This is an optimization exercise on Yosys and OpenROAD, whose aim is small area, not a production implementation.
Function was checked by simulation only, so behaviour that the tests miss may differ from the original.

==> v7 <==
==> flow/design.v (excerpt) <==
module framebuffer_top (
    input  logic         clk_x1,
    input  logic         ddr_rst,
    input  logic [10:0]  fb_width,
    input  logic [9:0]   fb_height,
    input  logic         fb_vsync,
    input  logic         fb_we,
    input  logic [17:0]  fb_data,
    input  logic         cmd_ready,
    output logic         cmd_en,
    output logic [2:0]   cmd_op,
    output logic [27:0]  cmd_addr,
    output logic [127:0] cmd_wdata,
    input  logic         rd_valid,
    input  logic [127:0] rd_data,
    output logic [7:0]   rgb_r,
    output logic [7:0]   rgb_g,
    output logic [7:0]   rgb_b,
    output logic [10:0]  out_cx,
    output logic [9:0]   out_cy,
    output logic         out_h_active,
    output logic         out_v_active
);
Settings: LEC_CHECK=0, CAP_MARGIN=20, CORE_MARGIN=2, CORE_UTILIZATION=60, SLEW_MARGIN=20; clock period 8.0 ns.
standard.sh (not shown) runs the stock make flow with config.mk's settings and CLKGATE_MAP_FILE= SYNTH_SCRIPT=/design/flow/synth_recipe.tcl, a recipe that flattens the netlist after the stock synthesis.
==> flow/flow/run.sh <==
#!/bin/bash
# Own layout flow. It is the standard one (standard.sh) with these changes:
#  - synthesis: the standard script, but adders use a ripple carry chain
#    (lcu_ripple.v) instead of Kogge-Stone, are left to ABC instead of being
#    mapped to full-adder cells, and ABC maps for area (area.abc); the
#    registers are the same as the standard synthesis makes them
#  - constant outputs share one tie cell
#  - port buffers are buf_1
#  - the clock tree uses clkbuf_16 in clusters of up to 30 sinks, no dummy loads
# Each tool's output goes to a log file in this folder.
set -euo pipefail
F=$(pwd)/flow
export SYNTH_OPERATIONS_ARGS="-extra-map $F/lcu_ripple.v"
export MY_ABC_SCRIPT=$F/area.abc
export SKIP_REPAIR_TIE_FANOUT=1
export BUFFER_PORTS_ARGS="-buffer_cell sky130_fd_sc_hd__buf_1"
export CTS_ARGS="-sink_clustering_enable -repair_clock_nets -dont_use_dummy_load -buf_list sky130_fd_sc_hd__clkbuf_16 -sink_clustering_size 30 -sink_clustering_max_diameter 80"

# synthesis script: the standard flow's, sourcing ORFS's synth.tcl with the ABC script swapped
sed 's#^  log_cmd abc {\*}\$abc_args#  set abc_args [lreplace $abc_args 1 1 $::env(MY_ABC_SCRIPT)]\n  log_cmd abc {*}$abc_args#' \
  "$FLOW_HOME/scripts/synth.tcl" > my_synth.tcl
grep -q 'MY_ABC_SCRIPT' my_synth.tcl
sed "s#^source \$::env(SCRIPTS_DIR)/synth.tcl#source $(pwd)/my_synth.tcl#" synth_recipe.tcl > my_synth_recipe.tcl
grep -q 'my_synth.tcl' my_synth_recipe.tcl
sed "s#SYNTH_SCRIPT=[^ ]*#SYNTH_SCRIPT=$(pwd)/my_synth_recipe.tcl#" standard.sh > my_standard.sh
grep -q 'my_synth_recipe.tcl' my_standard.sh

ADDER_MAP_FILE= bash my_standard.sh synth > synth.log 2>&1
bash standard.sh finish > layout.log 2>&1
==> flow/flow/area.abc <==
strash
dch -f
amap -F 3 -A 10
strash
dch -f
amap -F 3 -A 10
topo
==> flow/flow/lcu_ripple.v <==
(* techmap_celltype = "$lcu" *)
module _80_lcu_ripple (P, G, CI, CO);
  parameter WIDTH = 2;
  (* force_downto *)
  input [WIDTH-1:0] P, G;
  input CI;
  (* force_downto *)
  output [WIDTH-1:0] CO;
  genvar i;
  generate
    for (i = 0; i < WIDTH; i = i + 1) begin : g
      if (i == 0) begin : f
        assign CO[i] = G[i] | (P[i] & CI);
      end else begin : r
        assign CO[i] = G[i] | (P[i] & CO[i-1]);
      end
    end
  endgenerate
endmodule
==> v15 (differences from v7) <==
--- a/flow/design.v
+++ b/flow/design.v
@@ -60,13 +60,13 @@
     assign out_cy       = {1'b0, cy};
     assign out_h_active = ~first & ~(cx[9] | (&cx[8:5]));
     assign out_v_active = ~first & v_act;
     logic disp_win;
     logic la_win;
     logic line_start;
-    assign disp_win   = (cx >= 10'd59) && (cx < 10'd419) && v_act && !ddr_rst;
+    assign disp_win   = (cx >= 10'd59) && (cx < 10'd419) && v_act;
     assign la_win     = (cx >= 10'd52);
     assign line_start = (cx == 10'd30) && v_act;
     logic [71:0] stage;      
     logic [1:0]  wpix;
     logic [5:0]  wchunk;
     logic [7:0]  wrow;
@@ -112,15 +112,15 @@
     assign v_sum = v_acc + {1'b0, fb_height[7:0]};
     always_ff @(posedge clk_x1) begin
         if (line_start) begin
             if (cy == '0) begin
                 sy    <= '0;
                 v_acc <= '0;
-            end else if (v_sum[8] && v_sum[7:4] != 4'd0) begin
+            end else if (v_sum >= 9'd272) begin
                 sy    <= sy + 8'd1;
-                v_acc <= {1'b0, v_sum[7:4] - 4'd1, v_sum[3:0]};
+                v_acc <= v_sum - 9'd272;
             end else begin
                 v_acc <= v_sum;
             end
         end
     end
     logic [6:0] h_acc;
--- a/flow/flow/run.sh
+++ b/flow/flow/run.sh
@@ -1,12 +1,11 @@
 #!/bin/bash
 # Own layout flow. It is the standard one (standard.sh) with these changes:
 #  - synthesis: the standard script, but adders use a ripple carry chain
-#    (lcu_ripple.v) instead of Kogge-Stone, are left to ABC instead of being
-#    mapped to full-adder cells, and ABC maps for area (area.abc); the
-#    registers are the same as the standard synthesis makes them
+#    (lcu_ripple.v) instead of Kogge-Stone, and ABC maps for area (area.abc);
+#    the registers are the same as the standard synthesis makes them
 #  - constant outputs share one tie cell
 #  - port buffers are buf_1
 #  - the clock tree uses clkbuf_16 in clusters of up to 30 sinks, no dummy loads
 # Each tool's output goes to a log file in this folder.
 set -euo pipefail
 F=$(pwd)/flow
@@ -22,8 +21,8 @@
 grep -q 'MY_ABC_SCRIPT' my_synth.tcl
 sed "s#^source \$::env(SCRIPTS_DIR)/synth.tcl#source $(pwd)/my_synth.tcl#" synth_recipe.tcl > my_synth_recipe.tcl
 grep -q 'my_synth.tcl' my_synth_recipe.tcl
 sed "s#SYNTH_SCRIPT=[^ ]*#SYNTH_SCRIPT=$(pwd)/my_synth_recipe.tcl#" standard.sh > my_standard.sh
 grep -q 'my_synth_recipe.tcl' my_standard.sh
 
-ADDER_MAP_FILE= bash my_standard.sh synth > synth.log 2>&1
+bash my_standard.sh synth > synth.log 2>&1
 bash standard.sh finish > layout.log 2>&1
==> flow/flow/area.abc (replaced) <==
strash
dch -f
amap
strash
dch -f
amap
topo
==> notes <==
Via count: v7 is larger than v15 (4.3%). Of v15 and v7, v15 has the higher die area (gap about 4.6%, measured against v7). Between v7 and v15, the lower core utilization is in v15 (gap 0.087 points). Against v7, the setup slack of v15 is lower by 0.82 ns. In v7 the maximum frequency is higher than in v15, by about 12%. Sequential cell count is the same in v7 and v15. In v7 the register-to-register slack is higher than in v15, by 1.2 ns. In v15 the critical path depth is lower than in v7, by 2. Against v15, the cell area of v7 is smaller by about 4%. Of v15 and v7, v15 has the higher first-iteration DRC count (gap 6.0%, measured against v7). Count of clock-buffer cells in the layout is the same in v7 and v15.

## port drivers added, routing unchanged
The results above use ideal ports. As a check the final layouts listed here were re-extracted and re-timed, cells and wires unchanged. Step 1 (the two cells are an assumption about what drives the block):
set clk [get_ports {clk_x1}]
set_driving_cell -lib_cell sky130_fd_sc_hd__clkbuf_16 $clk
set_driving_cell -lib_cell sky130_fd_sc_hd__buf_2 [delete_from_list [all_inputs] $clk]
Step 2 also shifts input and output timing later by t, the mid clock arrival at the registers, as if the neighbouring blocks saw the same clock. a / b / c = ideal / step 1 / step 2; a / b = the first two.
run	shift t [ns]	slack for setup (ns)	worst register clock-pin slew, ns
v7	0.516	1.415 / 1.371 / 1.888	0.11 / 0.11
v15	0.518	0.599 / 0.552 / 1.071	0.11 / 0.11
After both steps setup and hold are still met in every run listed.
